This design comes from an exercise in tuning for small area and a short achievable clock period on the open sky130 flow, not from production work. In this exercise RTL edits were held to simulation tests only and were not proved equivalent to the original. The flow treats the clock pin as an ideal source, which a real chip does not have. No activity file was given, so power comes from the tool's default toggle rates.

**design.v**
```verilog
package pmu_pkg;
    typedef enum logic [1:0] {
        HTRANS_IDLE   = 2'b00,
        HTRANS_BUSY   = 2'b01,
        HTRANS_NONSEQ = 2'b10,
        HTRANS_SEQ    = 2'b11
    } htrans_t;
    typedef enum logic {
        HRESP_OKAY  = 1'b0,
        HRESP_ERROR = 1'b1
    } hresp_t;
    typedef logic [32-1:0] reg_word_t;
    typedef logic [$clog2(12)-1:0] reg_idx_t;
    typedef logic [9-1:0] event_vec_t;
    typedef reg_word_t [12-1:0] reg_bank_t;
endpackage
module pmu_cnt_slice4 (
    input  logic       T,
    input  logic       h,
    input  logic       we,
    input  logic [3:0] q,
    input  logic [3:0] w,
    output logic [3:0] d,
    output logic       gn
);
    logic [3:1] tn;
    pmu_nand2 u_n1 (.a(T), .b(q[0]), .y(tn[1]));
    pmu_nand3 u_n2 (.a(T), .b(q[0]), .c(q[1]), .y(tn[2]));
    pmu_nand4 u_n3 (.a(T), .b(q[0]), .c(q[1]), .d(q[2]), .y(tn[3]));
    pmu_cnt_bit0 u_b0 (.t(T), .h(h), .we(we), .q(q[0]), .w(w[0]), .d(d[0]));
    for (genvar i = 1; i < 4; i++) begin : g_b
        pmu_cnt_bit u_b (.tn(tn[i]), .h(h), .we(we), .q(q[i]), .w(w[i]), .d(d[i]));
    end
    pmu_nand4 u_g (.a(q[0]), .b(q[1]), .c(q[2]), .d(q[3]), .y(gn));
endmodule
module pmu_cnt_bit (
    input  logic tn,
    input  logic h,
    input  logic we,
    input  logic q,
    input  logic w,
    output logic d
);
    logic x;
    pmu_a22o  u_x (.a1(h), .a2(q), .b1(we), .b2(w), .y(x));
    pmu_xnor2 u_d (.a(x), .b(tn), .y(d));
endmodule
module pmu_cnt_bit0 (
    input  logic t,
    input  logic h,
    input  logic we,
    input  logic q,
    input  logic w,
    output logic d
);
    logic x;
    pmu_a22o u_x (.a1(h), .a2(q), .b1(we), .b2(w), .y(x));
    pmu_xor2 u_d (.a(x), .b(t), .y(d));
endmodule
module pmu_xor2 (input logic a, input logic b, output logic y);
    assign y = a ^ b;
endmodule
module pmu_a22oi (input logic a1, input logic a2, input logic b1, input logic b2, output logic y);
    assign y = ~((a1 & a2) | (b1 & b2));
endmodule
module pmu_a22o (input logic a1, input logic a2, input logic b1, input logic b2, output logic y);
    assign y = (a1 & a2) | (b1 & b2);
endmodule
module pmu_xnor2 (input logic a, input logic b, output logic y);
    assign y = ~(a ^ b);
endmodule
module pmu_and2 (input logic a, input logic b, output logic y);
    assign y = a & b;
endmodule
module pmu_nand2 (input logic a, input logic b, output logic y);
    assign y = ~(a & b);
endmodule
module pmu_nand3 (input logic a, input logic b, input logic c, output logic y);
    assign y = ~(a & b & c);
endmodule
module pmu_nand4 (input logic a, input logic b, input logic c, input logic d, output logic y);
    assign y = ~(a & b & c & d);
endmodule
module pmu_nor2 (input logic a, input logic b, output logic y);
    assign y = ~(a | b);
endmodule
module pmu_nor3 (input logic a, input logic b, input logic c, output logic y);
    assign y = ~(a | b | c);
endmodule
module pmu_nor4 (input logic a, input logic b, input logic c, input logic d, output logic y);
    assign y = ~(a | b | c | d);
endmodule
module pmu_or2 (input logic a, input logic b, output logic y);
    assign y = a | b;
endmodule
module pmu_and3 (input logic a, input logic b, input logic c, output logic y);
    assign y = a & b & c;
endmodule
module pmu_cnt_carry (
    input  logic       e,
    input  logic       f,
    input  logic [7:0] gn,
    output logic [7:0] T
);
    logic [3:1] lo;
    logic [7:5] hi;
    assign T[0]  = e;
    assign lo[1] = ~gn[0];
    pmu_nor2 u_l2 (.a(gn[0]), .b(gn[1]), .y(lo[2]));
    pmu_nor3 u_l3 (.a(gn[0]), .b(gn[1]), .c(gn[2]), .y(lo[3]));
    assign hi[5] = ~gn[4];
    pmu_nor2 u_h6 (.a(gn[4]), .b(gn[5]), .y(hi[6]));
    pmu_nor3 u_h7 (.a(gn[4]), .b(gn[5]), .c(gn[6]), .y(hi[7]));
    for (genvar j = 1; j < 4; j++) begin : g_tl
        pmu_and2 u_t (.a(e), .b(lo[j]), .y(T[j]));
    end
    pmu_and2 u_t4 (.a(e), .b(f), .y(T[4]));
    for (genvar j = 5; j < 8; j++) begin : g_th
        pmu_and3 u_t (.a(e), .b(f), .c(hi[j]), .y(T[j]));
    end
endmodule
module pmu_rd6 (
    input  logic [5:0] d,
    input  logic [5:0] s,
    output logic       y
);
    logic [2:0] p;
    assign p[0] = ~((d[0] & s[0]) | (d[1] & s[1]));
    assign p[1] = ~((d[2] & s[2]) | (d[3] & s[3]));
    assign p[2] = ~((d[4] & s[4]) | (d[5] & s[5]));
    assign y = ~&p;
endmodule
module pmu_rd_bit (
    input  logic [11:0] d,
    input  logic [11:0] s,
    output logic        yn
);
    logic [1:0] n;
    pmu_rd6 u_lo (.d(d[5:0]),  .s(s[5:0]),  .y(n[0]));
    pmu_rd6 u_hi (.d(d[11:6]), .s(s[11:6]), .y(n[1]));
    pmu_nor2 u_o (.a(n[0]), .b(n[1]), .y(yn));
endmodule
module pmu_and16 (
    input  logic [15:0] a,
    output logic [2:0]  y
);
    logic [3:0] n;
    logic [1:0] m;
    for (genvar i = 0; i < 4; i++) begin : g_n
        pmu_nand4 u_n (.a(a[4*i]), .b(a[4*i+1]), .c(a[4*i+2]), .d(a[4*i+3]), .y(n[i]));
    end
    pmu_nor2 u_m0 (.a(n[0]), .b(n[1]), .y(m[0]));
    pmu_nor2 u_m1 (.a(n[2]), .b(n[3]), .y(m[1]));
    for (genvar i = 0; i < 3; i++) begin : g_y
        pmu_and2 u_y (.a(m[0]), .b(m[1]), .y(y[i]));
    end
endmodule
module pmu_ahb (
    input  logic                       clk_i,
    input  logic                       rstn_i,
    input  logic                       hsel_i,
    input  logic                       hreadyi_i,
    input  logic [32-1:0] haddr_i,
    input  logic                       hwrite_i,
    input  logic [1:0]                 htrans_i,
    input  logic [32-1:0]   hwdata_i,
    output logic                       hreadyo_o,
    output logic                       hresp_o,
    output logic [32-1:0]   hrdata_o,
    input  logic [9-1:0]  events_i,
    output logic                       intr_overflow_o
);
    localparam int W  = 32;
    localparam int NC = 9;
    logic       addr_valid;
    logic [3:0] addr_idx;
    logic [11:0] wr;
    assign addr_valid = hsel_i && hreadyi_i && htrans_i[1];
    assign addr_idx   = haddr_i[5:2];
    logic [11:0] wr_d;
    for (genvar i = 0; i < 12; i++) begin : g_wr_d
        assign wr_d[i] = addr_valid && hwrite_i && (addr_idx == 4'(i));
    end
    always_ff @(posedge clk_i or negedge rstn_i) begin
        if (!rstn_i) begin
            wr <= '0;
        end else begin
            wr <= wr_d;
        end
    end
    logic [W-1:0]  cfg_q, cfg_d;
    logic [W-1:0]  cnt_q [NC];
    logic [W-1:0]  cnt_d [NC];
    logic [W-1:0]  st_q, st_d;
    logic [W-1:0]  mask_q, mask_d;
    logic [NC-1:0] wrap;
    logic en, clr;
    assign en  = cfg_q[0];
    assign clr = cfg_q[1];
    logic [2:0] wlo;
    pmu_and16 u_wlo (.a(hwdata_i[15:0]), .y(wlo));
    logic [NC-1:0] lo_q, lo_d;
    logic [NC-1:0] ce_q, ce_d;
    for (genvar k = 0; k < NC; k++) begin : g_ce
        assign ce_d[k] = cfg_d[0] && !cfg_d[1] && !wr_d[1+k];
    end
    for (genvar k = 0; k < NC; k++) begin : g_cnt
        logic       hold, ev, tick, lo_inc;
        logic [7:0] grpn, T;
        assign hold    = !wr[1+k] && !clr;
        assign ev      = en && events_i[k];
        pmu_and2 u_tick (.a(ce_q[k]), .b(events_i[k]), .y(tick));
        assign wrap[k] = tick && lo_q[k] && !(|grpn[7:4]);
        assign lo_inc  = !cnt_q[k][0] && (&cnt_q[k][3:1]) && !(|grpn[3:1]);
        assign lo_d[k] = wr[1+k] ? wlo[k / 3] : (hold && (ev ? lo_inc : lo_q[k]));
        pmu_cnt_carry u_carry (
            .e  (tick),
            .f  (lo_q[k]),
            .gn (grpn),
            .T  (T)
        );
        for (genvar j = 0; j < 8; j++) begin : g_slice
            pmu_cnt_slice4 u_slice (
                .T  (T[j]),
                .h  (hold),
                .we (wr[1+k]),
                .q  (cnt_q[k][4*j +: 4]),
                .w  (hwdata_i[4*j +: 4]),
                .d  (cnt_d[k][4*j +: 4]),
                .gn (grpn[j])
            );
        end
    end
    logic [W-1:0] st_w;
    logic [2:0]   keep;
    assign keep = ~{wr[11], wr[10], wr[0]};
    for (genvar b = 0; b < W; b++) begin : g_wk
        pmu_a22o u_cfg  (.a1(wr[0]),  .a2(hwdata_i[b]), .b1(keep[0]), .b2(cfg_q[b]),  .y(cfg_d[b]));
        pmu_a22o u_st   (.a1(wr[10]), .a2(hwdata_i[b]), .b1(keep[1]), .b2(st_q[b]),   .y(st_w[b]));
        pmu_a22o u_mask (.a1(wr[11]), .a2(hwdata_i[b]), .b1(keep[2]), .b2(mask_q[b]), .y(mask_d[b]));
    end
    assign st_d = st_w | W'(wrap);
    logic [11:0]  rsel;
    logic [3:0]   sel_lo;
    logic [2:0]   sel_hi;
    logic [W-1:0] rdn_d, rdn_q;
    for (genvar i = 0; i < 4; i++) begin : g_sel_lo
        assign sel_lo[i] = (addr_idx[1:0] == 2'(i));
    end
    for (genvar i = 0; i < 3; i++) begin : g_sel_hi
        assign sel_hi[i] = (addr_idx[3:2] == 2'(i));
    end
    logic [11:0]  rsel_b;
    for (genvar i = 0; i < 12; i++) begin : g_rsel
        pmu_and2 u_sel   (.a(sel_lo[i % 4]), .b(sel_hi[i / 4]), .y(rsel[i]));
        pmu_and2 u_sel_b (.a(sel_lo[i % 4]), .b(sel_hi[i / 4]), .y(rsel_b[i]));
    end
    for (genvar b = 0; b < W; b++) begin : g_rd
        logic [11:0] col;
        assign col[0]  = cfg_d[b];
        for (genvar k = 0; k < NC; k++) begin : g_col
            assign col[1+k] = cnt_d[k][b];
        end
        assign col[10] = st_d[b];
        assign col[11] = mask_d[b];
        pmu_rd_bit u_rd (
            .d (col),
            .s (b < W/2 ? rsel : rsel_b),
            .yn (rdn_d[b])
        );
    end
    logic intr_q;
    always_ff @(posedge clk_i or negedge rstn_i) begin
        if (!rstn_i) begin
            cfg_q  <= '0;
            st_q   <= '0;
            mask_q <= '0;
            rdn_q  <= '0;
            lo_q   <= '0;
            ce_q   <= '0;
            intr_q <= 1'b0;
        end else begin
            cfg_q  <= cfg_d;
            st_q   <= st_d;
            mask_q <= mask_d;
            rdn_q  <= rdn_d;
            lo_q   <= lo_d;
            ce_q   <= ce_d;
            intr_q <= |(st_d[NC-1:0] & mask_d[NC-1:0]);
        end
    end
    for (genvar k = 0; k < NC; k++) begin : g_cnt_ff
        always_ff @(posedge clk_i or negedge rstn_i) begin
            if (!rstn_i) cnt_q[k] <= '0;
            else         cnt_q[k] <= cnt_d[k];
        end
    end
    assign hrdata_o        = ~rdn_q;
    assign intr_overflow_o = intr_q;
    assign hreadyo_o       = 1'b1;
    assign hresp_o         = 1'b0;
endmodule
```
**flow/run.sh**
```bash
#!/bin/bash
set -euo pipefail
here=$(pwd)
bash standard.sh "BUFFER_PORTS_ARGS=-buffer_cell sky130_fd_sc_hd__buf_2" \
  "POST_CTS_TCL=$here/flow/post_cts.tcl" finish > standard.log 2>&1
```
**flow/noroot.tcl**
```tcl
proc drop_clock_root {} {
  set block [ord::get_db_block]
  set root [$block findInst clkbuf_0_clk_i]
  if {$root == "NULL"} { error "no clock root buffer" }
  set innet [[$root findITerm A] getNet]
  set outnet [[$root findITerm X] getNet]
  set loads {}
  foreach it [$outnet getITerms] {
    if {[$it getInst] != $root} { lappend loads $it }
  }
  if {[llength $loads] > 4} {
    puts "drop_clock_root: root drives [llength $loads] cells, more than the port may; tree left as is"
    return
  }
  foreach it $loads { $it disconnect; $it connect $innet }
  [$root findITerm A] disconnect
  [$root findITerm X] disconnect
  odb::dbInst_destroy $root
  odb::dbNet_destroy $outnet
  puts "drop_clock_root: port now drives [llength $loads] buffers"
}
```
**flow/post_cts.tcl**
```tcl
# ORFS POST_CTS hook: take out the clock tree's root buffer, so the clock
# port drives the tree's first level directly, then let the CTS step's
# timing repair and legalization run again on the shorter tree.
source [file join [file dirname [info script]] noroot.tcl]
drop_clock_root
estimate_parasitics -placement
repair_timing_helper -setup_margin 3.1
detailed_placement
check_placement -verbose
estimate_parasitics -placement
report_clock_skew
report_worst_slack
```
**standard.sh**
```bash
#!/bin/bash
# synth_recipe.tcl (not shown) runs the flow's synth.tcl, then flattens the netlist and writes it again
# the make line also repeats each setting of config.mk as NAME=value (left out here)
make -C /OpenROAD-flow-scripts/flow DESIGN_CONFIG=/design/flow/config.mk WORK_HOME=/design/flow/orfs CLKGATE_MAP_FILE= SYNTH_SCRIPT=/design/flow/synth_recipe.tcl "${@:-finish}"
```
**config.mk**
```make
export PLATFORM = sky130hd
export DESIGN_NAME = pmu_ahb
export DESIGN_NICKNAME = pmu_ahb
export VERILOG_FILES = /design/flow/design.v
export SDC_FILE = /design/flow/constraint.sdc
export NUM_CORES = 4
export LEC_CHECK = 0
export CAP_MARGIN = 20
export CORE_MARGIN = 2
export CORE_UTILIZATION = 60
export CTS_CLUSTER_DIAMETER = 80
export CTS_CLUSTER_SIZE = 24
export SETUP_SLACK_MARGIN = 2.8
export SLEW_MARGIN = 20
export SYNTH_HIERARCHICAL = 1
export SYNTH_MINIMUM_KEEP_SIZE = 0
export TNS_END_PERCENT = 10
```
**constraint.sdc**
```tcl
create_clock -name core_clock -period 5.0 [get_ports {clk_i}]
set_input_delay 1.0000 -clock core_clock [delete_from_list [all_inputs] [get_ports {clk_i}]]
set_output_delay 1.0000 -clock core_clock [all_outputs]
set_load 0.01 [all_outputs]
```
==> key figures, run 1 <==
Yosys
  – Avg Inst Size Synth: roughly 11 um2
  – Number of synthesized flops with an enable pin: 0
  – Yosys top cell area share: 49.9%
  – Post-synthesis cell area: roughly 22,000 um2
  – Sequential area share after synthesis: 49.9%
  – Post-synth net total: approximately 2,100
  – Mapped Cells: 2,034
  – Post-synth ARST share: 100%
  – Area contributors post-synth: dfrtp_1 50%, a22o_1 15%, xnor2_1 8.4%
  – Post-synth cell types: 32
  – Largest area contributor in the netlist: dfrtp_1
  – Primary FF master, synth: dfrtp_1
  – Syn. warnings: 10
  – Post-synthesis register bit count: 447

Clock network
  – Worst-path clk slew: 0.09 ns
  – Worst skew pair latency: 0.46 ns
  – CTS tree: done
  – Clock Sinks: 447

Layout
  – Final non-filler cell total: 2,677
  – Commonest non-fill, non-tap cells in the layout: 435 x dfrtp_1, 393 x a22o_1, 216 x xnor2_1
  – Layout cells sized above 1: between 10 and 15%
  – FILL cells: 2,747
  – Final net count: approximately 2,300
  – Most common cell after layout, fill and taps aside: dfrtp_1
  – N_diodes: 0
  – Layout area overhead: 12.7%

Critical path
  – Critical path type: input port to flip-flop
  – CP max stage cell: a222oi_1
  – CP startpoint: hwdata_i[0]
  – CP endpoint kind: flip-flop
  – CP required: 5.30 ns
  – CP top delay family: compound AO/OA/AOI/OAI gates
  – Max incr delay on CP: around 0.36 ns
  – Worst-path cell chain: buf_2 -> a22o_1 -> a222oi_1 -> o41ai_1 -> a2111oi_2 -> nand3_1
  – Arr. time, crit path: 2.51 ns
  – WP depth: 6
  – Worst Path Buf+Inv: 1
  – Worst setup SP type: input port
  – Worst reg-to-reg path cell count: 6
  – Worst r2r src: wr[10]
  – CP max FO: 13

Worst hold path
  – Min-Delay Path Class: flip-flop to flip-flop
  – Hold Crit Depth: 1
  – Worst Hold Launch: mask_q[17]

Power and ir drop
  – VDD IR max: 306 uV
  – LEAKAGE: 11.4 nW
  – Pwr dens: 293 nW/um2

Drt
  – Detail Route Antenna Nets: 0
  – First drt pass iteration count: 6
  – Post-route DRC: 0
  – Via-to-Cell Ratio: 6.89
  – Initial DRC Count: 1,588
  – Routed WL per cell: 25.0 um
  – Vias: 18,438
  – Final WL: ~67 mm

Timing
  – Headroom to the max-slew limit: 36.0%
  – Final worst-path cycle share: 44.2%
  – Worst Tran Pin Value: about 0.96 ns
  – RSZ-0062 raised after global routing: yes
  – Post-route minimum period: ~2.2 ns
  – Fin Clk Skew: 0.0352 ns
  – Final hold violation count: 0
  – Slew Limit Fails: 0
  – # setup viols final: 0
  – Final setup TNS: 0 ns
  – FMAX: around 450 MHz

Global route
  – GR peak layer: met2
  – Initial antenna violation count: 1
  – GR Overflow Total: 0
  – All-Layer GR Usage: a little over a third
  – Met3 usage: between 5 and 6%
  – GRT met1 Usage: between 50% and 60%
  – Global-route wire length before repair: 105 mm
  – Largest net degree at the start of global routing: 119
  – Met2 Track Usage GR: a little under three fifths
  – Vias in the first global route: 18,217

Floorplanning
  – Initial Utilization: 61.1%
  – Die Ht: between 150 and 200 um
  – Core area: 36,700 um2
  – Num rows: 70
  – I/O pin total: between 100 and 150
  – Die ar.: 38,900 um2
  – Width of the die: 197 um

Placement
  – GP Congestion: 0.951
  – Port-buffer cells: slightly above 80
  – Placed insts: 2,589
  – Dpl hpwl: 46.7 mm

Flow run
  – # Max-Cap Violations: 0

Outcome
  – Status: timing/DRC/antenna clean
-- synthesized netlist by cell type, types with 3 or more instances --
cell type and n:
buf_4 11, and3_1 29, a22oi_1 193, nor2_1 82
nor4_1 15, nor3_1 4, nand2b_1 3, and2_1 73
xor2_1 72, nor3_2 18, inv_1 57, o21ai_0 9
xnor2_1 216, nand4_1 157, nand2_1 94, nand3_1 137
a22o_1 393, a31o_2 6, dfrtp_1 447
-- flip-flops by register name, summed over array words and instances (netlist names) --
name    count
cnt_q     288
cfg_q      32
mask_q     32
rdn_q      32
st_q       32
wr         12
ce_q        9
lo_q        9
intr_q      1
-- Yosys stat by module, one instance, submodules excluded, excerpt --
module         copies in the design  cell area, um2  flops+latches
pmu_cnt_carry                     9            15.0              0
pmu_nand3                        72            5.00              0
pmu_nor2                         52            3.75              0
pmu_ahb                           1           12100            447
pmu_xor2                         72            8.76              0
pmu_and3                         27            6.26              0
pmu_nor3                         18            10.0              0
pmu_nand4                       148            6.26              0
pmu_xnor2                       216            8.76              0
pmu_nand2                        72            3.75              0
-- cells by family after synthesis --
family	after synthesis	synth area share, %
AO/OA/AOI/OAI	608	22.6
AND/OR/NAND/NOR	618	14.9
flip-flops	447	49.9
buffers and inverters	71	1.38
XOR/XNOR	288	11.3
other	2	0.0335
-- stage by stage --
step	hold slack (ns)	utilization, %	cell area (um2)	power, mW	worst slack (ns)
after detailed placement	0.479	64.1	23500	5.05	1.54
after floorplan	0.463	-	22400	4.66	2.47
after global placement	0.478	64.1	23500	5.01	1.62
final	0.502	68.8	25200	7.40	2.79
after global routing	0.518	68.8	25200	7.67	2.71
-- cell type report --
type	instances	area, um2	area share (%)
timing repair buffer	146	1160	4.60
inverter	57	225	0.892
multi-input combinational	1517	11200	44.4
clock buffer	27	643	2.55
tap	468	586	2.32
clock inverter	13	171	0.679
timing repair inverter	2	15.0	0.0595
sequential	447	11200	44.5
-- path summary, 6_finish.rpt --
kind | end | slack (ns)
min in group asynchronous | cnt_q[8][19] | 0.62
max in group asynchronous | cnt_q[5][3] | 3.29
worst min-delay path | mask_q[17] | 0.50
worst max register to register | intr_q | 2.80
worst max-delay path | intr_q | 2.79
worst min register to register | mask_q[17] | 0.50
-- layer usage --
| metal | vias up | part of all wire, % |
|---|---|---|
| met2 | 829 | 46 |
| met4 | 0 | 2.3 |
| li1 | 8228 | - |
| met1 | 9285 | 43 |
| met3 | 96 | 8.5 |
| met5 | - | 0 |
-- power by group --
part	switching [mW]	leakage, nW	internal [mW]	total (mW)
clock	1.29	0.397	1.03	2.31
sequential	0.238	5.98	3.87	4.11
combinational	0.577	4.98	0.404	0.981
==> inputs of run 2 (changes only) <==
--- a/design.v
+++ b/design.v
@@ -155,6 +155,18 @@
         pmu_and2 u_y (.a(m[0]), .b(m[1]), .y(y[i]));
     end
 endmodule
+module pmu_any9 (
+    input  logic [8:0] a,
+    input  logic [8:0] b,
+    output logic       y
+);
+    logic n0, n1, p, q;
+    pmu_rd6 u_lo (.d(a[5:0]), .s(b[5:0]), .y(n0));
+    pmu_a22oi u_p (.a1(a[6]), .a2(b[6]), .b1(a[7]), .b2(b[7]), .y(p));
+    pmu_nand2 u_q (.a(a[8]), .b(b[8]), .y(q));
+    pmu_nand2 u_n1 (.a(p), .b(q), .y(n1));
+    pmu_or2 u_y (.a(n0), .b(n1), .y(y));
+endmodule
 module pmu_ahb (
     input  logic                       clk_i,
     input  logic                       rstn_i,
@@ -269,7 +281,8 @@
             .yn (rdn_d[b])
         );
     end
-    logic intr_q;
+    logic intr_q, intr_d;
+    pmu_any9 u_intr (.a(st_d[NC-1:0]), .b(mask_d[NC-1:0]), .y(intr_d));
     always_ff @(posedge clk_i or negedge rstn_i) begin
         if (!rstn_i) begin
             cfg_q  <= '0;
@@ -286,7 +299,7 @@
             rdn_q  <= rdn_d;
             lo_q   <= lo_d;
             ce_q   <= ce_d;
-            intr_q <= |(st_d[NC-1:0] & mask_d[NC-1:0]);
+            intr_q <= intr_d;
         end
     end
     for (genvar k = 0; k < NC; k++) begin : g_cnt_ff
==> run 2 against run 1 <==
- critical endpoint is now rdn_q[6]
- clock skew fell by 0.011 ns
- sequential power up 1%
- clock-buffer cell count increased by 1
- clock power is 3% lower
- highest routed layer unchanged
- still clean
- flip-flop and latch count did not move
- non-clock buffer count increased by 19
- fmax rose by 5.4%
- final cell count grew 1.6%
- total power up 1.4%
==> key figures, run 2 <==
Layout
  – Layout cells sized above 1: 17.2% (+3.1 points)
  – Most common cell after layout, fill and taps aside: dfrtp_1
  – Commonest non-fill, non-tap cells in the layout: 441 x dfrtp_1, 384 x a22o_1, 211 x xnor2_1
  – Util after Layout: 69.2% (+0.37 points)
  – Final non-filler cell total: 2,721 (+1.6%)
  – Layout area overhead: 14.4%
  – Post-route cell area: 25,800 um2 (+2.2%)
  – Register bank with the most flops: cnt_q
  – Largest register FFs: 288 (unchanged)
  – Final net count: 2,313 (+1.6%)

Timing
  – Smallest hold slack: 0.504 ns (+0.00207 ns)
  – Slack of the critical path: 2.90 ns (+0.112 ns)
  – RSZ-0062 raised after global routing: no
  – Final hold violation count: 0 (unchanged)
  – Post-route minimum period: 2.10 ns (-0.112 ns)
  – # setup viols final: 0 (unchanged)
  – Slew Limit Fails: 0 (unchanged)
  – FMAX: 476 MHz (+5.4%)
  – Worst Tran Pin Value: 0.929 ns (-0.0318 ns)
  – Headroom to the max-slew limit: 38.1% (+2.1 points)
  – Final worst-path cycle share: 42.0% (-2.2 points)
  – Fin Clk Skew: 0.0240 ns (-0.0112 ns)
  – Final setup TNS: 0 ns (unchanged)

Yosys
  – Largest area contributor in the netlist: dfrtp_1
  – Avg Inst Size Synth: 11.0 um2 (+0.26%)
  – Post-synthesis cell area: 22,600 um2 (+0.65%)
  – Mapped Cells: 2,042 (+0.39%)
  – Most numerous cell in the Yosys netlist: dfrtp_1
  – Sequential area share after synthesis: 49.6% (-0.32 points)
  – Post-synthesis register bit count: 447 (unchanged)
  – Post-synth net total: 2,122 (+0.38%)
  – Primary FF master, synth: dfrtp_1
  – Post-synth cell types: 36 (+13%)
  – Yosys top cell area share: 49.6% (-0.32 points)
  – Commonest cells in the netlist: 447 x dfrtp_1, 384 x a22o_1, 216 x xnor2_1
  – Syn. warnings: 10 (unchanged)
  – Area contributors post-synth: dfrtp_1 50%, a22o_1 15%, xnor2_1 8.4%
  – Post-synth ARST share: 100% (unchanged)
  – Number of synthesized flops with an enable pin: 0 (unchanged)

Global route
  – GR Overflow Total: 0 (unchanged)
  – All-Layer GR Usage: 35.7% (+0.87 points)
  – Global-route wire length before repair: 107 mm (+2.5%)
  – Initial antenna violation count: 2 (+1)
  – Vias in the first global route: 18,325 (+0.59%)
  – Largest net degree at the start of global routing: 117 (-1.7%)

Power and ir drop
  – VDD IR max: 284 uV (-7.0%)
  – Power Total: 7.50 mW (+1.4%)
  – Pwr dens: 291 nW/um2 (-0.81%)
  – LEAKAGE: 11.5 nW (+1.4%)

Clock network
  – CTS tree: done
  – Worst skew pair latency: 0.44 ns (-0.02 ns)
  – Worst-path clk slew: 0.09 ns (about the same)
  – Clock Sinks: 447 (unchanged)

Floorplanning
  – Num rows: 71 (+1.4%)
  – Width of the die: 198 um (+0.32%)
  – I/O pin total: 115 (unchanged)
  – Initial Utilization: 60.5% (-0.61 points)
  – Die ar.: 39,200 um2 (+0.64%)
  – Core area: 37,300 um2 (+1.7%)
  – Die Ht: 198 um (+0.32%)

Outcome
  – Status: timing/DRC/antenna clean

Placement
  – Placed insts: 2,606 (+0.66%)
  – Setup WS pre-CTS: 1.89 ns (+0.351 ns)
  – Dpl hpwl: 47.0 mm (+0.70%)
  – GP Congestion: 0.922 (-3.0%)
  – Placed Area: 23,700 um2 (+0.83%)
  – Port-buffer cells: 83 (unchanged)

Critical path
  – CP required: 5.36 ns (+0.06 ns)
  – Arr. time, crit path: 2.46 ns (-0.05 ns)
  – Max incr delay on CP: 0.30 ns (-0.06 ns)
  – Worst-path cell chain: buf_2 -> and2_4 -> and2_1 -> nand3_1 -> xnor2_1 -> a22oi_2 -> nand3_2 -> nor2_2
  – Worst setup SP type: input port
  – CP max stage cell: a22oi_2
  – Critical path type: input port to flip-flop
  – CP endpoint kind: flip-flop
  – CP max FO: 8 (-5)

Drt
  – Final WL: 69.7 mm (+4.2%)
  – Vias: 18,919 (+2.6%)
  – Routed WL per cell: 25.6 um (+2.6%)
  – Post-route DRC: 0 (unchanged)
  – First drt pass iteration count: 5 (-1)
  – Via-to-Cell Ratio: 6.95 (+0.95%)
  – Initial DRC Count: 1,734 (+9.2%)
  – Detail Route Antenna Nets: 0 (unchanged)

Flow run
  – # Max-Cap Violations: 0 (unchanged)

Worst hold path
  – Min-Delay Path Class: flip-flop to flip-flop
-- run 2: cell types whose count changed after synthesis, sizes merged, moves of 3 or more --
cell    previous run  this run
nor4bb             2         9
nor2              82        72
a22o             393       384
o311ai             0         8
nor3b              0         8
o21ai              9         1
a21oi              0         7
a22oi            193       196
a31o               6         9
nand2             94        88
nor4              15        10
and2              73        82
nand2b             3        11
-- run 2: final timing paths --
path                        startpoint           end  slack (ns)  cells after the start
max                        events_i[1]      rdn_q[6]        2.90                      8
min                          cfg_q[28]     cfg_q[28]        0.50                      1
max reg2reg                   cfg_q[1]      rdn_q[0]        2.93                      8
min reg2reg                  cfg_q[28]     cfg_q[28]        0.50                      1
max in group asynchronous       rstn_i         wr[1]        3.29                      2
min in group asynchronous       rstn_i  cnt_q[7][17]        0.66                      1
-- run 2: per-layer routing --
metal | global-route usage (%) | routed length, um
met5 | 0 | 0
met4 | 8.97 | 1790
met3 | 5.02 | 6210
met2 | 55.9 | 31800
met1 | 52.6 | 29900
-- run 2: cells by family after synthesis --
group                  synth area share (%)
XOR/XNOR                               11.2
buffers and inverters                  1.35
flip-flops                             49.6
AO/OA/AOI/OAI                          22.3
AND/OR/NAND/NOR                        15.5
other                                0.0333
-- run 2: power breakdown --
group	total [mW]	internal, mW	switching (mW)
Combinational	1.09	0.460	0.632
Clock	2.25	1.00	1.25
Sequential	4.15	3.89	0.264
Total	7.50	5.36	2.14
-- run 2: critical path, delay by kind of cell --
kind,cells,cell delay [ns]
xor gates and xnor gates,1,0.16
buffers and inverters,1,0.10
AOI/OAI and AO/OA,1,0.30
and+or+nand+nor,5,0.89
-- run 2: per-module statistics from Yosys, one instance, submodules excluded, a selection --
module         cells  flip-flops and latches  area (um2)  copies in the design
pmu_ahb          618                     447       12200                     1
pmu_xnor2          1                       0        8.76                   216
pmu_nor2           1                       0        3.75                    52
pmu_nor3           1                       0        10.0                    18
pmu_cnt_carry      3                       0        15.0                     9
pmu_and3           1                       0        6.26                    27
pmu_nand4          1                       0        6.26                   148
pmu_rd6            4                       0        27.5                    65
pmu_or2            1                       0        6.26                     1
pmu_nand2          1                       0        3.75                    74
pmu_xor2           1                       0        8.76                    72
pmu_a22o           1                       0        8.76                   384
pmu_and2           1                       0        6.26                    72
pmu_a22oi          1                       0        12.5                     1
-- run 2: final cells by class --
class                           count  area (um2)
Antenna cell                        2        5.00
Clock buffer                       28         646
Clock inverter                     10         114
Fill cell                        2848       11500
Inverter                           56         224
Multi-Input combinational cell   1538       11700
Sequential cell                   447       11200
Tap cell                          474         593
Timing Repair Buffer              165        1310
Timing Repair inverter              1        7.51
==> inputs of run 3 (changes only) <==
--- a/design.v
+++ b/design.v
@@ -213,13 +213,15 @@
     pmu_and16 u_wlo (.a(hwdata_i[15:0]), .y(wlo));
     logic [NC-1:0] lo_q, lo_d;
     logic [NC-1:0] ce_q, ce_d;
+    logic [NC-1:0] holdn_q, holdn_d;
     for (genvar k = 0; k < NC; k++) begin : g_ce
-        assign ce_d[k] = cfg_d[0] && !cfg_d[1] && !wr_d[1+k];
+        assign ce_d[k]    = cfg_d[0] && !cfg_d[1] && !wr_d[1+k];
+        assign holdn_d[k] = cfg_d[1] || wr_d[1+k];
     end
     for (genvar k = 0; k < NC; k++) begin : g_cnt
         logic       hold, ev, tick, lo_inc;
         logic [7:0] grpn, T;
-        assign hold    = !wr[1+k] && !clr;
+        assign hold    = !holdn_q[k];
         assign ev      = en && events_i[k];
         pmu_and2 u_tick (.a(ce_q[k]), .b(events_i[k]), .y(tick));
         assign wrap[k] = tick && lo_q[k] && !(|grpn[7:4]);
@@ -291,6 +293,7 @@
             rdn_q  <= '0;
             lo_q   <= '0;
             ce_q   <= '0;
+            holdn_q <= '0;
             intr_q <= 1'b0;
         end else begin
             cfg_q  <= cfg_d;
@@ -299,6 +302,7 @@
             rdn_q  <= rdn_d;
             lo_q   <= lo_d;
             ce_q   <= ce_d;
+            holdn_q <= holdn_d;
             intr_q <= intr_d;
         end
     end
==> run 3 against run 2 <==
- final cell count grew 1.3%
- largest power group unchanged
- hold slack lost 0.0040 ns
- synthesized area grew 1.6%
- largest cell class unchanged
- flip-flop and latch count grew 9
- still clean
- die area grew 1.5%
- routed wire length grew 0.23%
- synthesized cell count grew 0.24%
- total power grew 2.7%
- critical path depth shrank 4
- global-route usage shrank 0.24 points
- combinational power shrank 6%
==> key figures, run 3 <==
Critical path
  – CP max stage cell: nand2b_1
  – CP max FO: 13 (+5)
  – Worst setup SP type: input port
  – Worst reg-to-reg path cell count: 8 (unchanged)
  – Worst r2r src: cnt_q[1][16]
  – Max incr delay on CP: 0.56 ns (+0.26 ns)
  – CP endpoint kind: flip-flop
  – Worst-path cell chain: buf_2 -> a22o_2 -> nand2b_1 -> nor2_1
  – Worst R2R Setup Slack: 2.92 ns (about the same)
  – Arr. time, crit path: 2.39 ns (-0.07 ns)
  – Critical path type: input port to flip-flop
  – FF-to-FF End: rdn_q[31]
  – CP required: 5.31 ns (-0.05 ns)

Yosys
  – Number of synthesized flops with an enable pin: 0 (unchanged)
  – Largest area contributor in the netlist: dfrtp_1
  – Primary FF master, synth: dfrtp_1
  – Commonest cells in the netlist: 456 x dfrtp_1, 384 x a22o_1, 216 x xnor2_1
  – Post-synthesis cell area: 22,900 um2 (+1.6%)
  – Mapped Cells: 2,047 (+0.24%)
  – Yosys top cell area share: 49.8% (+0.22 points)
  – Avg Inst Size Synth: 11.2 um2 (+1.3%)
  – Syn. warnings: 10 (unchanged)
  – Most numerous cell in the Yosys netlist: dfrtp_1
  – Post-synth cell types: 31 (-14%)
  – Post-synth net total: 2,127 (+0.24%)
  – Post-synth ARST share: 100% (unchanged)
  – Sequential area share after synthesis: 49.8% (+0.22 points)
  – Area contributors post-synth: dfrtp_1 50%, a22o_1 15%, xnor2_1 8.3%
  – Post-synthesis register bit count: 456 (+2.0%)

Timing
  – FMAX: 480 MHz (+0.84%)
  – # setup viols final: 0 (unchanged)
  – Slew Limit Fails: 0 (unchanged)
  – Fin Clk Skew: 0.0283 ns (+0.00437 ns)
  – Final worst-path cycle share: 41.6% (-0.35 points)
  – Final hold violation count: 0 (unchanged)
  – Final setup TNS: 0 ns (unchanged)
  – Worst Tran Pin Value: 0.965 ns (+0.0361 ns)
  – Headroom to the max-slew limit: 35.7% (-2.4 points)
  – RSZ-0062 raised after global routing: yes
  – Post-route minimum period: 2.08 ns (-0.0176 ns)

Power and ir drop
  – Pwr dens: 295 nW/um2 (+1.4%)
  – Sw Pwr: 2.20 mW (+2.4%)
  – Power Total: 7.70 mW (+2.7%)
  – Cell-internal power: 5.51 mW (+2.8%)
  – Comb pwr share: 13.3% (-1.3 points)
  – Seq pwr share: 54.4% (-1.0 points)
  – Clk pwr share: 32.4% (+2.4 points)
  – Net Sw Frac: 28.5% (-0.078 points)
  – VDD IR max: 310 uV (+9.0%)
  – LEAKAGE: 11.6 nW (+0.89%)

Layout
  – Final net count: 2,308 (-0.22%)
  – Most common cell after layout, fill and taps aside: dfrtp_1
  – Layout cells sized above 1: 17.8% (+0.58 points)
  – Largest register FFs: 288 (unchanged)
  – Final non-filler cell total: 2,756 (+1.3%)
  – Layout area overhead: 14.1%
  – Commonest non-fill, non-tap cells in the layout: 444 x dfrtp_1, 383 x a22o_1, 216 x xnor2_1
  – N_diodes: 0 (-2)
  – Register bank with the most flops: cnt_q

Global route
  – GR Overflow Total: 0 (unchanged)
  – GR peak layer: met2
  – Vias in the first global route: 18,558 (+1.3%)
  – All-Layer GR Usage: 35.4% (-0.24 points)
  – GRT met1 Usage: 50.8% (-1.8 points)
  – Met3 usage: 5.20% (+0.17 points)
  – Global-route wire length before repair: 108 mm (+0.43%)
  – Largest net degree at the start of global routing: 113 (-3.4%)
  – Met2 Track Usage GR: 57.2% (+1.3 points)
  – Initial antenna violation count: 0 (-2)

Floorplanning
  – Die Ht: 199 um (+0.76%)
  – Core area: 37,700 um2 (+0.95%)
  – Die ar.: 39,800 um2 (+1.5%)
  – Width of the die: 199 um (+0.76%)
  – Num rows: 71 (unchanged)
  – Initial Utilization: 60.8% (+0.37 points)
  – I/O pin total: 115 (unchanged)

Drt
  – Initial DRC Count: 1,607 (-7.3%)
  – Via-to-Cell Ratio: 6.84 (-1.6%)
  – Vias: 18,858 (-0.32%)
  – Post-route DRC: 0 (unchanged)
  – Final WL: 69.9 mm (+0.23%)
  – First drt pass iteration count: 5 (unchanged)
  – Routed WL per cell: 25.3 um (-1.0%)
  – Detail Route Antenna Nets: 0 (unchanged)

Placement
  – Placed insts: 2,638 (+1.2%)
  – Dpl hpwl: 47.3 mm (+0.60%)
  – GP Congestion: 0.913 (-0.94%)
  – Port-buffer cells: 83 (unchanged)

Clock network
  – Worst skew pair latency: 0.46 ns (+0.02 ns)
  – Worst-path clk slew: 0.10 ns (about the same)
  – CTS tree: done
  – Clock Sinks: 456 (+2.0%)

Flow run
  – # Max-Cap Violations: 0 (unchanged)

Outcome
  – Status: timing/DRC/antenna clean

Worst hold path
  – Hold EP: cfg_q[7]
  – Hold Crit Depth: 1 (unchanged)
  – Worst Hold Launch: cfg_q[7]
  – Min-Delay Path Class: flip-flop to flip-flop
## run 3: cell count changes after synthesis, sizes merged, moves of 9 or more
cell / before / now
a221o: 0 / 9
nand4: 158 / 149
inv: 56 / 67
and3: 27 / 36
or4: 0 / 9
nor2: 72 / 63
and2: 82 / 72
or2: 1 / 10
dfrtp: 447 / 456
nor4: 10 / 23
## run 3: cell families (layout without fill, tap and decap cells)
family,Yosys count,in the layout,synth area share [%]
AND/OR/NAND/NOR,622,632,15.8
AO/OA/AOI/OAI,598,598,21.9
flip-flops,456,456,49.8
XOR/XNOR,288,288,11.0
buffers and inverters,81,269,1.52
other,2,2,0.0328
## run 3: critical path, delay by kind of cell
family	cells	cell delay [ns]
compound gates	1	0.41
buf+inv	1	0.32
simple gates	2	0.66
## run 3: worst max path at each step
stage / endpoint / from / slack, ns / depth (start not counted)
floorplan: intr_q / wr[11] / 2.80 / 5
global placement: intr_q / wr[11] / 2.01 / 5
detailed placement: intr_q / wr[11] / 1.95 / 5
global route: rdn_q[31] / cnt_q[1][16] / 2.75 / 8
finish: ce_q[7] / hwdata_i[1] / 2.92 / 4
## run 3: per-module statistics from Yosys, one instance, submodules excluded, a selection
module	cells inside	flip-flops and latches
pmu_and2	1	0
pmu_and3	1	0
pmu_ahb	623	456
pmu_cnt_carry	3	0
pmu_a22o	1	0
pmu_nor3	1	0
pmu_nand4	1	0
pmu_nand2	1	0
pmu_nor2	1	0
## run 3: cell type report
cell class | count | area, um2
clock buffers | 27 | 654
clock inverters | 18 | 234
fillers | 2847 | 11500
inverters | 67 | 308
multi-input cells | 1520 | 11700
flip-flops and latches | 456 | 11400
well taps | 511 | 639
repair buffers | 146 | 1130
repair inverters | 11 | 82.6
## run 3: layer usage
layer  up-vias  part of all wire, %  wire length, um
met5         -                    0                0
met4         0                  2.6             1830
met3       126                  8.2             5760
met2       822                   47            32500
met1      9566                   43            29800
li1       8344                    -                -
## run 3: power groups by stage
stage               clock network [mW]  logic, mW  registers, mW
floorplan                            0      0.563           4.18
global placement                     0      0.868           4.23
detailed placement                   0      0.892           4.24
global route                      2.66       1.10           4.23
finish                            2.49       1.02           4.19
## run 3: through the flow
stage	worst slack (ns)	util (%)	hold slack, ns	area [um2]
after floorplan	2.80	-	0.463	22900
after global placement	2.01	63.8	0.478	24000
after detailed placement	1.95	63.8	0.479	24000
after global routing	2.75	69.4	0.515	26100
final	2.92	69.4	0.500	26100
==> inputs of run 4 (changes only) <==
--- a/config.mk
+++ b/config.mk
@@ -10,7 +10,7 @@
 export CORE_UTILIZATION = 60
 export CTS_CLUSTER_DIAMETER = 80
 export CTS_CLUSTER_SIZE = 24
-export SETUP_SLACK_MARGIN = 2.8
+export SETUP_SLACK_MARGIN = 2.9
 export SLEW_MARGIN = 20
 export SYNTH_HIERARCHICAL = 1
 export SYNTH_MINIMUM_KEEP_SIZE = 0
==> run 4 against run 3 <==
- still clean
- largest cell class unchanged
- final cell count grew 0.15%
- combinational power is essentially flat
- cell area is essentially flat
- register-to-register slack is essentially flat
- clock-buffer cell count shrank 2
- routed wire length grew 1.8%
- die area is the same
- worst setup slack lost 0.039 ns
- critical path depth grew 4
- sequential share of layout area is essentially flat
==> key figures, run 4 <==
Worst hold path
  – Min-Delay Path Class: input port to asynchronous set/reset pin

Yosys
  – Number of synthesized flops with an enable pin: 0 (unchanged)
  – Post-synthesis cell area: 22,900 um2 (unchanged)
  – Post-synth net total: 2,127 (unchanged)
  – Post-synth ARST share: 100% (unchanged)
  – Post-synth cell types: 31 (unchanged)
  – Yosys top cell area share: 49.8% (unchanged)
  – Sequential area share after synthesis: 49.8% (unchanged)
  – Largest area contributor in the netlist: dfrtp_1
  – Avg Inst Size Synth: 11.2 um2 (unchanged)
  – Commonest cells in the netlist: 456 x dfrtp_1, 384 x a22o_1, 216 x xnor2_1
  – Mapped Cells: 2,047 (unchanged)
  – Area contributors post-synth: dfrtp_1 50%, a22o_1 15%, xnor2_1 8.3%
  – Syn. warnings: 10 (unchanged)
  – Most numerous cell in the Yosys netlist: dfrtp_1
  – Primary FF master, synth: dfrtp_1
  – Post-synthesis register bit count: 456 (unchanged)

Critical path
  – CP required: 5.37 ns (+0.06 ns)
  – Arr. time, crit path: 2.49 ns (+0.10 ns)
  – CP max FO: 11 (-2)
  – CP endpoint kind: flip-flop
  – Critical path type: input port to flip-flop
  – Worst setup SP type: input port

Power and ir drop
  – Pwr dens: 287 nW/um2 (-2.6%)
  – VDD IR max: 241 uV (-22%)
  – LEAKAGE: 11.6 nW (about the same)

Drt
  – Final WL: 71.1 mm (+1.8%)
  – Vias: 19,052 (+1.0%)
  – Initial DRC Count: 2,044 (+27%)
  – Via-to-Cell Ratio: 6.90 (+0.88%)
  – First drt pass iteration count: 6 (+1)
  – Detail Route Antenna Nets: 0 (unchanged)
  – Routed WL per cell: 25.8 um (+1.7%)
  – Post-route DRC: 0 (unchanged)

Floorplanning
  – Width of the die: 199 um (unchanged)
  – Num rows: 71 (unchanged)
  – Die Ht: 199 um (unchanged)
  – I/O pin total: 115 (unchanged)
  – Die ar.: 39,800 um2 (unchanged)
  – Core area: 37,700 um2 (unchanged)
  – Initial Utilization: 60.8% (unchanged)

Placement
  – GP Congestion: 0.911 (-0.27%)
  – Placed Area: 24,000 um2 (-0.12%)
  – Setup WS pre-CTS: 2.03 ns (+0.0779 ns)
  – Port-buffer cells: 83 (unchanged)
  – Dpl hpwl: 46.6 mm (-1.6%)
  – Placed insts: 2,634 (-0.15%)

Timing
  – RSZ-0062 raised after global routing: yes
  – # setup viols final: 0 (unchanged)
  – Final setup TNS: 0 ns (unchanged)
  – Slew Limit Fails: 0 (unchanged)
  – Final worst-path cycle share: 42.4% (+0.78 points)
  – FMAX: 471 MHz (-1.8%)
  – Headroom to the max-slew limit: 53.2% (+18 points)
  – Final hold violation count: 0 (unchanged)
  – Worst Tran Pin Value: 0.702 ns (-0.263 ns)
  – Slack of the critical path: 2.88 ns (-0.0389 ns)
  – Post-route minimum period: 2.12 ns (+0.0389 ns)
  – Fin Clk Skew: 0.0180 ns (-0.0103 ns)

Layout
  – Most common cell after layout, fill and taps aside: dfrtp_1
  – FILL cells: 2,884 (+1.3%)
  – Final net count: 2,315 (+0.30%)
  – Register bank with the most flops: cnt_q
  – Largest register FFs: 288 (unchanged)
  – Commonest non-fill, non-tap cells in the layout: 442 x dfrtp_1, 383 x a22o_1, 215 x xnor2_1
  – Post-route cell area: 26,100 um2 (about the same)
  – Layout area overhead: 14.1% (about the same)
  – Final non-filler cell total: 2,760 (+0.15%)
  – Layout cells sized above 1: 19.5% (+1.7 points)
  – Util after Layout: 69.4% (about the same)

Flow run
  – # Max-Cap Violations: 0 (unchanged)

Clock network
  – CTS tree: done
  – Worst skew pair latency: 0.45 ns (about the same)
  – Clock Sinks: 456 (unchanged)
  – Worst-path clk slew: 0.09 ns (about the same)

Global route
  – All-Layer GR Usage: 35.9% (+0.44 points)
  – Initial antenna violation count: 0 (unchanged)
  – Vias in the first global route: 18,573 (+0.081%)
  – Largest net degree at the start of global routing: 131 (+16%)
  – GR Overflow Total: 0 (unchanged)
  – Global-route wire length before repair: 109 mm (+1.5%)

Outcome
  – Status: timing/DRC/antenna clean
==> run 4: cell type report <==
class | instances | area (um2) | area share [%]
multi-input cells | 1524 | 11800 | 45.1
flip-flops and latches | 456 | 11400 | 43.7
repair buffers | 151 | 1120 | 4.27
well taps | 511 | 639 | 2.45
clock buffers | 25 | 604 | 2.31
inverters | 67 | 304 | 1.16
clock inverters | 14 | 158 | 0.603
repair inverters | 11 | 82.6 | 0.316
diodes | 1 | 2.50 | 0.00957
==> run 4: where the power goes <==
part / internal [mW] / total [mW] / switching (mW) / leakage, nW
logic: 0.408 / 1.03 / 0.625 / 5.15
clock network: 1.01 / 2.28 / 1.28 / 0.372
registers: 3.95 / 4.19 / 0.244 / 6.10
total: 5.36 / 7.51 / 2.14 / 11.6
==> run 4: per-stage QoR <==
| step | hold WS [ns] | power [mW] |
|---|---|---|
| finish | 0.473 | 7.51 |
| detailed placement | 0.479 | 5.13 |
| global route | 0.495 | 7.78 |
| global placement | 0.478 | 5.10 |
| floorplan | 0.463 | 4.74 |
==> run 4: final timing paths <==
| check | start | endpoint | slack [ns] | depth (start not counted) |
|---|---|---|---|---|
| max | events_i[2] | rdn_q[26] | 2.88 | 8 |
| min | rstn_i | cnt_q[8][16] | 0.47 | 1 |
| max reg2reg | cnt_q[3][16] | intr_q | 2.91 | 7 |
| min reg2reg | mask_q[11] | mask_q[11] | 0.50 | 1 |
| max in group asynchronous | rstn_i | wr[10] | 3.42 | 2 |
| min in group core_clock | mask_q[11] | mask_q[11] | 0.50 | 1 |
==> run 4: layer usage <==
layer	global-route usage [%]	part of all wire [%]	up-vias	routed length, um
li1	-	-	8343	-
met2	56.5	46	947	32800
met1	52.3	42	9648	30200
met3	5.42	8.9	114	6320
met4	9.19	2.5	0	1810
met5	0	0	-	0
==> run 4: per-module statistics from Yosys, one instance, submodules excluded, a selection <==
module / cells inside / times used / flip-flops and latches
pmu_nor2: 1 / 52 / 0
pmu_nand4: 1 / 148 / 0
pmu_nand2: 1 / 74 / 0
pmu_nor3: 1 / 18 / 0
pmu_nand3: 1 / 72 / 0
pmu_a22o: 1 / 384 / 0
pmu_and2: 1 / 72 / 0
pmu_or2: 1 / 1 / 0
pmu_ahb: 623 / 1 / 456
pmu_xnor2: 1 / 216 / 0
pmu_a22oi: 1 / 1 / 0
pmu_and3: 1 / 27 / 0
pmu_cnt_carry: 3 / 9 / 0
pmu_xor2: 1 / 72 / 0
pmu_rd6: 4 / 65 / 0
==> run 4: critical path, cell delays in order <==
cell	delay [ns]
buf_2	0.09
and2_4	0.22
and3_1	0.26
nand3_1	0.12
xnor2_1	0.16
a22oi_1	0.35
nand3_1	0.16
nor2_1	0.12
==> run 4: kinds of logic (layout without fill, tap and decap cells) <==
logic type	after synthesis	count (layout)	synth area share, %
compound gates	598	598	21.9
xor+xnor	288	288	11.0
buf+inv	81	268	1.52
flops	456	456	49.8
other cells	2	3	0.0328
simple gates	622	636	15.8

-- port drivers added, routing unchanged --
Ports are ideal in the flow. The routed layouts listed here were re-timed in OpenROAD. Step 1 sets driving cells, clkbuf_16 on the clock port and buf_2 on the other inputs (assumed; they add their load-dependent delay and slew). Step 2 also shifts input and output timing later by t, the mid clock arrival at the registers, as if the neighbouring blocks saw the same clock. a / b / c = ideal / step 1 / step 2; a / b = the first two.
| run | shift t [ns] | setup WS [ns] | hold WS [ns] | slew at the worst register clock pin (ns) | pins driven straight from the clock port |
|---|---|---|---|---|---|
| run 1 | 0.521 | 2.788 / 2.803 / 2.326 | 0.502 / 0.502 / 0.502 | 0.10 / 0.10 | 2 |
| run 2 | 0.504 | 2.900 / 2.899 / 2.440 | 0.504 / 0.504 / 0.504 | 0.10 / 0.10 | 2 |
| run 3 | 0.528 | 2.918 / 2.876 / 2.448 | 0.500 / 0.500 / 0.500 | 0.10 / 0.10 | 2 |
| run 4 | 0.512 | 2.879 / 2.893 / 2.380 | 0.473 / 0.451 / 0.504 | 0.11 / 0.11 | 2 |
After both steps setup and hold are still met in every run listed. The setup slack of run 4, which loses most, moves by +0.014 ns with the drivers and by -0.499 ns with both steps.
